From an optimization exercise on the open Yosys and OpenROAD flow, aimed at small area and few clock cycles; shortcuts taken in it are not production practice.
In this exercise RTL edits were held to simulation tests only and were not proved equivalent to the original.
Power and IR drop assume default switching activity.

// html_markup_text_extractor
module html_markup_text_extractor (
	input  logic        clk,
	input  logic        arst_n,
	input  logic        in_valid,
	output logic        in_ready,
	input  logic [7:0]  in_byte,
	input  logic        doc_last,
	output logic        out_valid,
	input  logic        out_ready,
	output logic [7:0]  out_char,
	output logic [19:0] src_offset,
	output logic        run_last,
	output logic        nest_overflow
);
Size: roughly 650 cells after synthesis, about 79 flip-flops, about 0.0056 sq mm of cells after synthesis.
==> flow/config.mk <==
export PLATFORM = sky130hd
export DESIGN_NAME = html_markup_text_extractor
export DESIGN_NICKNAME = html_markup_text_extractor
export VERILOG_FILES = /design/flow/design.v
export SDC_FILE = /design/flow/constraint.sdc
export NUM_CORES = 4
export LEC_CHECK = 0
export ABC_AREA = 1
export CAP_MARGIN = 20
export CORE_MARGIN = 2
export CORE_UTILIZATION = 75
export CTS_CLUSTER_DIAMETER = 100
export CTS_CLUSTER_SIZE = 40
export SLEW_MARGIN = 20
==> flow/constraint.sdc <==
create_clock -name core_clock -period 7.0 [get_ports {clk}]
set_input_delay 1.4000 -clock core_clock [delete_from_list [all_inputs] [get_ports {clk}]]
set_output_delay 1.4000 -clock core_clock [all_outputs]
set_load 0.01 [all_outputs]
standard.sh (not shown) runs the stock make flow with config.mk's settings and CLKGATE_MAP_FILE= SYNTH_SCRIPT=/design/flow/synth_recipe.tcl, a recipe that flattens the netlist after the stock synthesis.
==> flow/flow/run.sh <==
#!/bin/bash
# The standard layout (standard.sh), with two changes:
#  - synthesis maps the logic with flow/abc_area.script, an area-oriented ABC script, in
#    place of ORFS's; everything else in the synthesis is the standard one (synth_recipe.tcl
#    and ORFS's synth.tcl, with only the ABC script swapped), so the registers are the same
#  - the port buffers are the smallest buffer cell
# every tool's output goes to the ORFS logs under orfs/logs, and make's to layout.log
set -euo pipefail
W=$PWD
# ORFS's synth.tcl with the ABC script swapped, right after the preamble sets it
sed '/source $::env(SCRIPTS_DIR)\/synth_preamble.tcl/a set abc_args [lreplace $abc_args 1 1 '"$W"'/flow/abc_area.script]' \
	"$FLOW_HOME/scripts/synth.tcl" > "$W/own_synth.tcl"
grep -q "abc_area.script\]" "$W/own_synth.tcl"
# The standard flow's synthesis script, sourcing that copy
sed 's#source $::env(SCRIPTS_DIR)/synth.tcl#source '"$W"'/own_synth.tcl#' "$W/synth_recipe.tcl" > "$W/own_synth_recipe.tcl"
grep -q own_synth.tcl "$W/own_synth_recipe.tcl"
# standard.sh, with that synthesis script
sed 's#SYNTH_SCRIPT=[^ ]*#SYNTH_SCRIPT='"$W"'/own_synth_recipe.tcl#' "$W/standard.sh" > "$W/own_standard.sh"
grep -q own_synth_recipe.tcl "$W/own_standard.sh"
export BUFFER_PORTS_ARGS="-buffer_cell sky130_fd_sc_hd__buf_1"
bash "$W/own_standard.sh" > "$W/layout.log" 2>&1
==> flow/flow/abc_area.script <==
strash
&get -n
&fraig -x
&put
scorr
dc2
strash
&get -n
&dch -f
&nf -R 1000 -p
&put
mfs2
strash
&get -n
&dch -f
&nf -R 1000 -p
&put
Testbench counts at the start, summed over its fixed seeds: cycles 25,771.
Next try:
--- a/flow/flow/run.sh
+++ b/flow/flow/run.sh
@@ -5,4 +5,5 @@
 #    and ORFS's synth.tcl, with only the ABC script swapped), so the registers are the same
 #  - the port buffers are the smallest buffer cell
+#  - clock tree synthesis adds no dummy loads
 # every tool's output goes to the ORFS logs under orfs/logs, and make's to layout.log
 set -euo pipefail
@@ -19,3 +20,4 @@
 grep -q own_synth_recipe.tcl "$W/own_standard.sh"
 export BUFFER_PORTS_ARGS="-buffer_cell sky130_fd_sc_hd__buf_1"
+export CTS_ARGS="-sink_clustering_enable -repair_clock_nets -dont_use_dummy_load"
 bash "$W/own_standard.sh" > "$W/layout.log" 2>&1
==> flow/flow/abc_area.script (replaced) <==
strash
&get -n
&fraig -x
&put
scorr
dc2
strash
&get -n
&dch -f
&nf -R 1000 -p
&put
mfs2
strash
dc2
&get -n
&dch -f
&nf -R 1000 -p
&put
mfs2
strash
dc2
&get -n
&dch -f
&nf -R 1000 -p
&put
mfs2
strash
dc2
&get -n
&dch -f
&nf -R 1000 -p
&put
mfs2
strash
dc2
&get -n
&dch -f
&nf -R 1000 -p
&put
mfs2
strash
dc2
&get -n
&dch -f
&nf -R 1000 -p
&put
mfs2
strash
dc2
&get -n
&dch -f
&nf -R 1000 -p
&put
mfs2
strash
dc2
&get -n
&dch -f
&nf -R 1000 -p
&put
mfs2
strash
dc2
&get -n
&dch -f
&nf -R 1000 -p
&put
mfs2
strash
dc2
&get -n
&dch -f
&nf -R 1000 -p
&put
mfs2
strash
dc2
&get -n
&dch -f
&nf -R 1000 -p
&put
mfs2
strash
dc2
&get -n
&dch -f
&nf -R 1000 -p
&put
mfs2
strash
dc2
&get -n
&dch -f
&nf -R 1000 -p
&put
mfs2
strash
dc2
&get -n
&dch -f
&nf -R 1000 -p
&put
mfs2
strash
dc2
&get -n
&dch -f
&nf -R 1000 -p
&put
mfs2
strash
dc2
&get -n
&dch -f
&nf -R 1000 -p
&put
mfs2
strash
dc2
&get -n
&dch -f
&nf -R 1000 -p
&put
mfs2
strash
dc2
&get -n
&dch -f
&nf -R 1000 -p
&put
mfs2
strash
dc2
&get -n
&dch -f
&nf -R 1000 -p
&put
mfs2
strash
dc2
&get -n
&dch -f
&nf -R 1000 -p
&put
mfs2
strash
dc2
&get -n
&dch -f
&nf -R 1000 -p
&put
CORE_UTILIZATION = 80   (was 75)
CTS_CLUSTER_DIAMETER = not set   (was 100)
CTS_CLUSTER_SIZE = not set   (was 40)
Outcome: The new run went through all stages and came out clean. Cell area shrinks by 6.4%. Count of clock-buffer cells in the layout is unchanged. Routed wire length shrinks by 4.9%. Cell count shrinks by 10%. Setup slack degrades by 220 ps.
Next try:
CORE_UTILIZATION = 70   (was 80)
Flip-flop and latch count is unchanged.
Clock-buffer cell count is unchanged.
Final area went up by about 0.6%.
Clock power hardly moves.
Next try:
CORE_UTILIZATION = 60   (was 70)
What happened: Combinational power grows by about 2%; synthesized area is unchanged; via count is lower by 3.8%.

html_markup_text_extractor, a different RTL version from the one above (not shown whole).
For scale: ~79 flip-flops, roughly 45 I/O pins, about 0.0067 mm² of cells after synthesis.
clock: 7.0 ns
lec_check: 0
abc_area: 1
cap_margin: 20
core_margin: 2
core_utilization: 60
slew_margin: 20
==> flow/flow/run.sh <==
#!/bin/bash
# standard layout, with the port buffers made from the smallest buffer cell
set -euo pipefail
export BUFFER_PORTS_ARGS="-buffer_cell sky130_fd_sc_hd__buf_1"
bash standard.sh > layout.log 2>&1
Testbench counts at the start, summed over its fixed seeds: cycles 25,771.
Change:
==> flow/flow/run.sh (replaced) <==
#!/bin/bash
# The standard layout (standard.sh), with two changes:
#  - synthesis maps the logic with flow/abc_area.script, an area-oriented ABC script, in
#    place of ORFS's; everything else in the synthesis is the standard one (synth_recipe.tcl
#    and ORFS's synth.tcl, with only the ABC script swapped), so the registers are the same
#  - the port buffers are the smallest buffer cell
# every tool's output goes to the ORFS logs under orfs/logs, and make's to layout.log
set -euo pipefail
W=$PWD
# ORFS's synth.tcl with the ABC script swapped, right after the preamble sets it
sed '/source $::env(SCRIPTS_DIR)\/synth_preamble.tcl/a set abc_args [lreplace $abc_args 1 1 '"$W"'/flow/abc_area.script]' \
	"$FLOW_HOME/scripts/synth.tcl" > "$W/own_synth.tcl"
grep -q "abc_area.script\]" "$W/own_synth.tcl"
# The standard flow's synthesis script, sourcing that copy
sed 's#source $::env(SCRIPTS_DIR)/synth.tcl#source '"$W"'/own_synth.tcl#' "$W/synth_recipe.tcl" > "$W/own_synth_recipe.tcl"
grep -q own_synth.tcl "$W/own_synth_recipe.tcl"
# standard.sh, with that synthesis script
sed 's#SYNTH_SCRIPT=[^ ]*#SYNTH_SCRIPT='"$W"'/own_synth_recipe.tcl#' "$W/standard.sh" > "$W/own_standard.sh"
grep -q own_synth_recipe.tcl "$W/own_standard.sh"
export BUFFER_PORTS_ARGS="-buffer_cell sky130_fd_sc_hd__buf_1"
bash "$W/own_standard.sh" > "$W/layout.log" 2>&1
==> flow/flow/abc_area.script (new file) <==
strash
&get -n
&fraig -x
&put
scorr
dc2
strash
&get -n
&dch -f
&nf -R 1000 -p
&put
mfs2
strash
&get -n
&dch -f
&nf -R 1000 -p
&put
Result: Global-route usage climbs by 1.0 points. Clock skew climbs by 0.017 ns. Power climbs by a few percent. Non-clock buffer count drops by 3. Maximum frequency drops by about a fifth. Sequential power climbs by roughly a tenth. First-iteration DRC count drops by about a fifth. Hold slack improves by 0.062 ns. Setup slack degrades by 0.94 ns.
Change:
==> flow/run.sh (new file) <==
#!/bin/bash
# synth_recipe.tcl (not shown) runs the flow's synth.tcl, then flattens the netlist and writes it again
# the make line also repeats each setting of config.mk as NAME=value (left out here)
make -C /OpenROAD-flow-scripts/flow DESIGN_CONFIG=/design/flow/config.mk WORK_HOME=/design/flow/orfs CLKGATE_MAP_FILE= SYNTH_SCRIPT=/design/flow/synth_recipe.tcl finish
removed: flow/flow/run.sh
removed: flow/flow/abc_area.script
removed: flow/standard.sh
Wire length is higher by about 18%.
Fmax went up by 3.1%.
Cell count goes up by about 40%.

Setup of run A:
RTL: one of the versions met above, not the one the previous note started from.
For scale: about 650 cells after synthesis, roughly 79 flip-flops, roughly 5600 um^2 of cells after synthesis.
==> flow/design.v (excerpt) <==
module html_markup_text_extractor (
	input  logic        clk,
	input  logic        arst_n,
	input  logic        in_valid,
	output logic        in_ready,
	input  logic [7:0]  in_byte,
	input  logic        doc_last,
	output logic        out_valid,
	input  logic        out_ready,
	output logic [7:0]  out_char,
	output logic [19:0] src_offset,
	output logic        run_last,
	output logic        nest_overflow
);
	localparam logic [1:0] M_NORMAL = 2'd0;
	localparam logic [1:0] M_SPACES = 2'd1;
	localparam logic [1:0] M_TAG    = 2'd2;
	localparam logic [1:0] M_ENT    = 2'd3;
	localparam logic [4:0] T_ROOT = 5'd0, T_BR = 5'd1, T_B = 5'd2, T_XM = 5'd3,
		T_D = 5'd4, T_XML = 5'd5, T_SC = 5'd6, T_SCR = 5'd7, T_H = 5'd8, T_SCRI = 5'd9,
		T_SCRIP = 5'd10, T_SCRIPT = 5'd11, T_L = 5'd12, T_SL = 5'd13, T_TI = 5'd14,
		T_TA = 5'd15, T_TIT = 5'd16, T_TITL = 5'd17, T_BLK = 5'd18, T_S = 5'd19,
		T_T = 5'd20, T_U = 5'd21, T_MBR = 5'd22, T_MXML = 5'd23, T_X = 5'd24,
		T_MSCRIPT = 5'd25, T_DEAD = 5'd27, T_MBLK = 5'd28;
	localparam logic [5:0] E_ROOT = 6'd0,
		E_A = 6'd33, E_L = 6'd44, E_G = 6'd39, E_N = 6'd46,
		E_O = 6'd47, E_U = 6'd53, E_CO = 6'd15, E_CA = 6'd1,
		E_CU = 6'd21, E_S = 6'd51, E_E = 6'd37, E_AM = 6'd2,
		E_AMP = 6'd3, E_LT = 6'd4, E_GT = 6'd5, E_NB = 6'd6,
		E_NBS = 6'd7, E_NBSP = 6'd8, E_OU = 6'd9, E_OUM = 6'd10,
		E_OUML = 6'd11, E_AU = 6'd12, E_AUM = 6'd13, E_AUML = 6'd14,
  ...
clock: 7.0 ns
lec_check: 0
abc_area: 1
cap_margin: 20
core_margin: 2
core_utilization: 60
slew_margin: 20
==> flow/flow/run.sh <==
#!/bin/bash
# The standard layout (standard.sh), with two changes:
#  - synthesis maps the logic with flow/abc_area.script, an area-oriented ABC script, in
#    place of ORFS's; everything else in the synthesis is the standard one (synth_recipe.tcl
#    and ORFS's synth.tcl, with only the ABC script swapped), so the registers are the same
#  - the port buffers are the smallest buffer cell
# every tool's output goes to the ORFS logs under orfs/logs, and make's to layout.log
set -euo pipefail
W=$PWD
# ORFS's synth.tcl with the ABC script swapped, right after the preamble sets it
sed '/source $::env(SCRIPTS_DIR)\/synth_preamble.tcl/a set abc_args [lreplace $abc_args 1 1 '"$W"'/flow/abc_area.script]' \
	"$FLOW_HOME/scripts/synth.tcl" > "$W/own_synth.tcl"
grep -q "abc_area.script\]" "$W/own_synth.tcl"
# The standard flow's synthesis script, sourcing that copy
sed 's#source $::env(SCRIPTS_DIR)/synth.tcl#source '"$W"'/own_synth.tcl#' "$W/synth_recipe.tcl" > "$W/own_synth_recipe.tcl"
grep -q own_synth.tcl "$W/own_synth_recipe.tcl"
# standard.sh, with that synthesis script
sed 's#SYNTH_SCRIPT=[^ ]*#SYNTH_SCRIPT='"$W"'/own_synth_recipe.tcl#' "$W/standard.sh" > "$W/own_standard.sh"
grep -q own_synth_recipe.tcl "$W/own_standard.sh"
export BUFFER_PORTS_ARGS="-buffer_cell sky130_fd_sc_hd__buf_1"
bash "$W/own_standard.sh" > "$W/layout.log" 2>&1
==> flow/flow/abc_area.script <==
strash
&get -n
&fraig -x
&put
scorr
dc2
strash
&get -n
&dch -f
&nf -R 1000 -p
&put
mfs2
strash
&get -n
&dch -f
&nf -R 1000 -p
&put
Run A closes out successfully: all stages finished, all timing, DRC and antenna checks passed.
Testbench counts of run A, summed over its fixed seeds: cycles 25,771.
diff inputs: run A => run B
==> flow/flow/abc_area.script <==
strash
&get -n
&fraig -x
&put
scorr
dc2
strash
&get -n
&dch -f
&nf -R 1000 -p
&put
mfs2
strash
&get -n
&dch -f
&nf -R 1000 -p
&put
mfs2
strash
&get -n
&dch -f
&nf -R 1000 -p
&put
mfs2
strash
&get -n
&dch -f
&nf -R 1000 -p
&put
mfs2
strash
&get -n
&dch -f
&nf -R 1000 -p
&put
mfs2
strash
&get -n
&dch -f
&nf -R 1000 -p
&put
mfs2
strash
&get -n
&dch -f
&nf -R 1000 -p
&put
mfs2
strash
&get -n
&dch -f
&nf -R 1000 -p
&put
mfs2
strash
&get -n
&dch -f
&nf -R 1000 -p
&put
mfs2
strash
&get -n
&dch -f
&nf -R 1000 -p
&put
mfs2
strash
&get -n
&dch -f
&nf -R 1000 -p
&put
mfs2
strash
&get -n
&dch -f
&nf -R 1000 -p
&put
mfs2
strash
&get -n
&dch -f
&nf -R 1000 -p
&put
mfs2
strash
&get -n
&dch -f
&nf -R 1000 -p
&put
mfs2
strash
&get -n
&dch -f
&nf -R 1000 -p
&put
mfs2
strash
&get -n
&dch -f
&nf -R 1000 -p
&put
mfs2
strash
&get -n
&dch -f
&nf -R 1000 -p
&put
mfs2
strash
&get -n
&dch -f
&nf -R 1000 -p
&put
mfs2
strash
&get -n
&dch -f
&nf -R 1000 -p
&put
mfs2
strash
&get -n
&dch -f
&nf -R 1000 -p
&put
mfs2
strash
&get -n
&dch -f
&nf -R 1000 -p
&put
Results
- Final cell area excluding filler cells, run B vs run A: down by a few percent
- Run B against run A: net count after synthesis down 50; fraction of power consumed by the clock network picked up an extra 4.6 points; placeable core region went down by 5.2%; post-placement worst setup slack moved down; well tap count now sits lower.
- Diff run A -> run B | count of clock-buffer cells in the layout | decrease of 1
- Run A → run B: largest driver fanout on the critical path lost 5, wire length per cell after detailed routing shows a reduction of 2.5%.
Input changes introduced in run C (baseline for comparison: run B):
diff --git a/flow/flow/run.sh b/flow/flow/run.sh
--- a/flow/flow/run.sh
+++ b/flow/flow/run.sh
@@ -6,0 +7 @@
+#  - clock tree synthesis adds no dummy loads
@@ -20,0 +22 @@
+export CTS_ARGS="-sink_clustering_enable -repair_clock_nets -dont_use_dummy_load"
Findings:
- When run C is set beside run B, its part of the total power dissipated in the clock network turns out to be 7.6 points smaller.
- Summary of run C over run B: post-layout worst setup margin now sits higher, cell count now sits lower, headroom to the max-slew limit now sits lower.
- Run B and run C ended up with roughly the same hold slack.

html_markup_text_extractor, a different RTL version from the one above (not shown whole).
Size: about 87 flip-flops, about 0.0069 mm^2 of cells after synthesis.
Design html_markup_text_extractor, start of the top module:
module html_markup_text_extractor (
	input  logic        clk,
	input  logic        arst_n,
	input  logic        in_valid,
	output logic        in_ready,
	input  logic [7:0]  in_byte,
	input  logic        doc_last,
	output logic        out_valid,
	input  logic        out_ready,
	output logic [7:0]  out_char,
	output logic [19:0] src_offset,
	output logic        run_last,
	output logic        nest_overflow
);
	localparam logic [1:0] M_NORMAL = 2'd0;
	localparam logic [1:0] M_SPACES = 2'd1;
	localparam logic [1:0] M_TAG    = 2'd2;
	localparam logic [1:0] M_ENT    = 2'd3;
	localparam logic [5:0] T_ROOT = 6'd0,  T_B = 6'd1,  T_BR = 6'd2,
		T_X = 6'd3,  T_XM = 6'd4,  T_XML = 6'd5,
		T_S = 6'd6,  T_SC = 6'd7,  T_SCR = 6'd8,  T_SCRI = 6'd9,  T_SCRIP = 6'd10,
		T_SCRIPT = 6'd11,
		T_SL = 6'd12, T_SLX = 6'd13, T_SLXM = 6'd14, T_SLXML = 6'd15,
		T_SLS = 6'd16, T_SLSC = 6'd17, T_SLSCR = 6'd18, T_SLSCRI = 6'd19,
		T_SLSCRIP = 6'd20, T_SLSCRIPT = 6'd21,
		T_L = 6'd22, T_U = 6'd23, T_D = 6'd24, T_T = 6'd25, T_TI = 6'd26,
		T_TA = 6'd27, T_TIT = 6'd28, T_TITL = 6'd29, T_H = 6'd30, T_BLK = 6'd31,
		T_DEAD = 6'd32;
	localparam logic [5:0] E_ROOT = 6'd0,
		E_A = 6'd1, E_AM = 6'd2, E_AMP = 6'd3,
		E_AU = 6'd4, E_AUM = 6'd5, E_AUML = 6'd6,
		E_AG = 6'd7, E_AGR = 6'd8, E_AGRA = 6'd9, E_AGRAV = 6'd10, E_AGRAVE = 6'd11,
		E_E = 6'd12, E_EG = 6'd13, E_EGR = 6'd14, E_EGRA = 6'd15, E_EGRAV = 6'd16,
		E_EGRAVE = 6'd17,
		E_EA = 6'd18, E_EAC = 6'd19, E_EACU = 6'd20, E_EACUT = 6'd21, E_EACUTE = 6'd22,
		E_L = 6'd23, E_LT = 6'd24, E_G = 6'd25, E_GT = 6'd26,
		E_N = 6'd27, E_NB = 6'd28, E_NBS = 6'd29, E_NBSP = 6'd30,
		E_S = 6'd31, E_SZ = 6'd32, E_SZL = 6'd33, E_SZLI = 6'd34, E_SZLIG = 6'd35,
		E_O = 6'd36, E_OU = 6'd37, E_OUM = 6'd38, E_OUML = 6'd39,
		E_U = 6'd40, E_UU = 6'd41, E_UUM = 6'd42, E_UUML = 6'd43,
  ...
export LEC_CHECK = 0
export CAP_MARGIN = 20
export CORE_MARGIN = 2
export CORE_UTILIZATION = 40
export SLEW_MARGIN = 20
create_clock -name core_clock -period 7.0 [get_ports {clk}]
run.sh (not shown) runs the stock make flow with config.mk's settings and CLKGATE_MAP_FILE= SYNTH_SCRIPT=/design/flow/synth_recipe.tcl, a recipe that flattens the netlist after the stock synthesis.
Stock flow here: none of the scripts above is used.
The first run completed without violations.
Testbench counts at the start, summed over its fixed seeds: cycles 25,771.
Edit:
--- a/flow/config.mk
+++ b/flow/config.mk
@@ -7,0 +8 @@
+export ABC_AREA = 1
After rerunning:
- The new run went through all stages and came out clean
- critical path depth climbs by 2
- final area drops by a few percent
- clock skew drops by 0.0031 ns
- setup slack improves by 0.46 ns
- fmax climbs by roughly a tenth
- global-route usage drops by 1.1 points

## what the ideal ports hide
In the flow no input, the clock included, has a driving cell. The finished layouts below were timed again as built, in two steps. Step 1 (the two cells are an assumption about what drives the block):
set clk [get_ports {clk}]
set_driving_cell -lib_cell sky130_fd_sc_hd__clkbuf_16 $clk
set_driving_cell -lib_cell sky130_fd_sc_hd__buf_2 [delete_from_list [all_inputs] $clk]
Step 2 adds t to the input delays and takes it off the output delays; t is the mean of the earliest and latest rising clock arrival at the registers after step 1. Input paths then give back, and output paths get back, about the clock's delay inside the block. Three values: no drivers, after step 1, after step 2; two values: the first two.
run | t (ns) | setup WS [ns] | worst register clock-pin slew, ns | worst slew at a driven data input, ns | pins driven straight from the clock port
the first run of note 1 | 0.404 | 1.966 / 1.935 / 1.672 | 0.11 / 0.11 | 0.05 | 1
the second run of note 1 | 0.386 | 1.743 / 1.751 / 1.366 | 0.10 / 0.10 | 0.04 | 1
the third run of note 1 | 0.381 | 2.115 / 2.120 / 1.739 | 0.10 / 0.10 | 0.03 | 1
the fourth run of note 1 | 0.353 | 2.029 / 1.996 / 1.858 | 0.09 / 0.09 | 0.04 | 1
the first run of note 2 | 0.396 | 2.543 / 2.508 / 2.541 | 0.09 / 0.09 | 0.03 | 1
the second run of note 2 | 0.383 | 1.601 / 1.605 / 1.222 | 0.10 / 0.10 | 0.05 | 1
the third run of note 2 | 0.407 | 1.763 / 1.731 / 2.138 | 0.10 / 0.10 | 0.03 | 1
run A | 0.384 | 2.242 / 2.242 / 1.858 | 0.09 / 0.09 | 0.05 | 1
run B | 0.387 | 2.013 / 2.024 / 1.637 | 0.10 / 0.10 | 0.04 | 1
run C | 0.386 | 2.070 / 2.080 / 1.693 | 0.10 / 0.10 | 0.04 | 1
the first run of note 4 | 0.378 | 1.989 / 2.007 / 1.629 | 0.07 / 0.07 | 0.03 | 1
the second run of note 4 | 0.376 | 2.447 / 2.463 / 2.087 | 0.06 / 0.06 | 0.04 | 1
After both steps every run listed still meets setup and hold. For run A, which loses most, drivers alone change the setup slack by 0.000 ns; drivers and shift together by -0.384 ns.
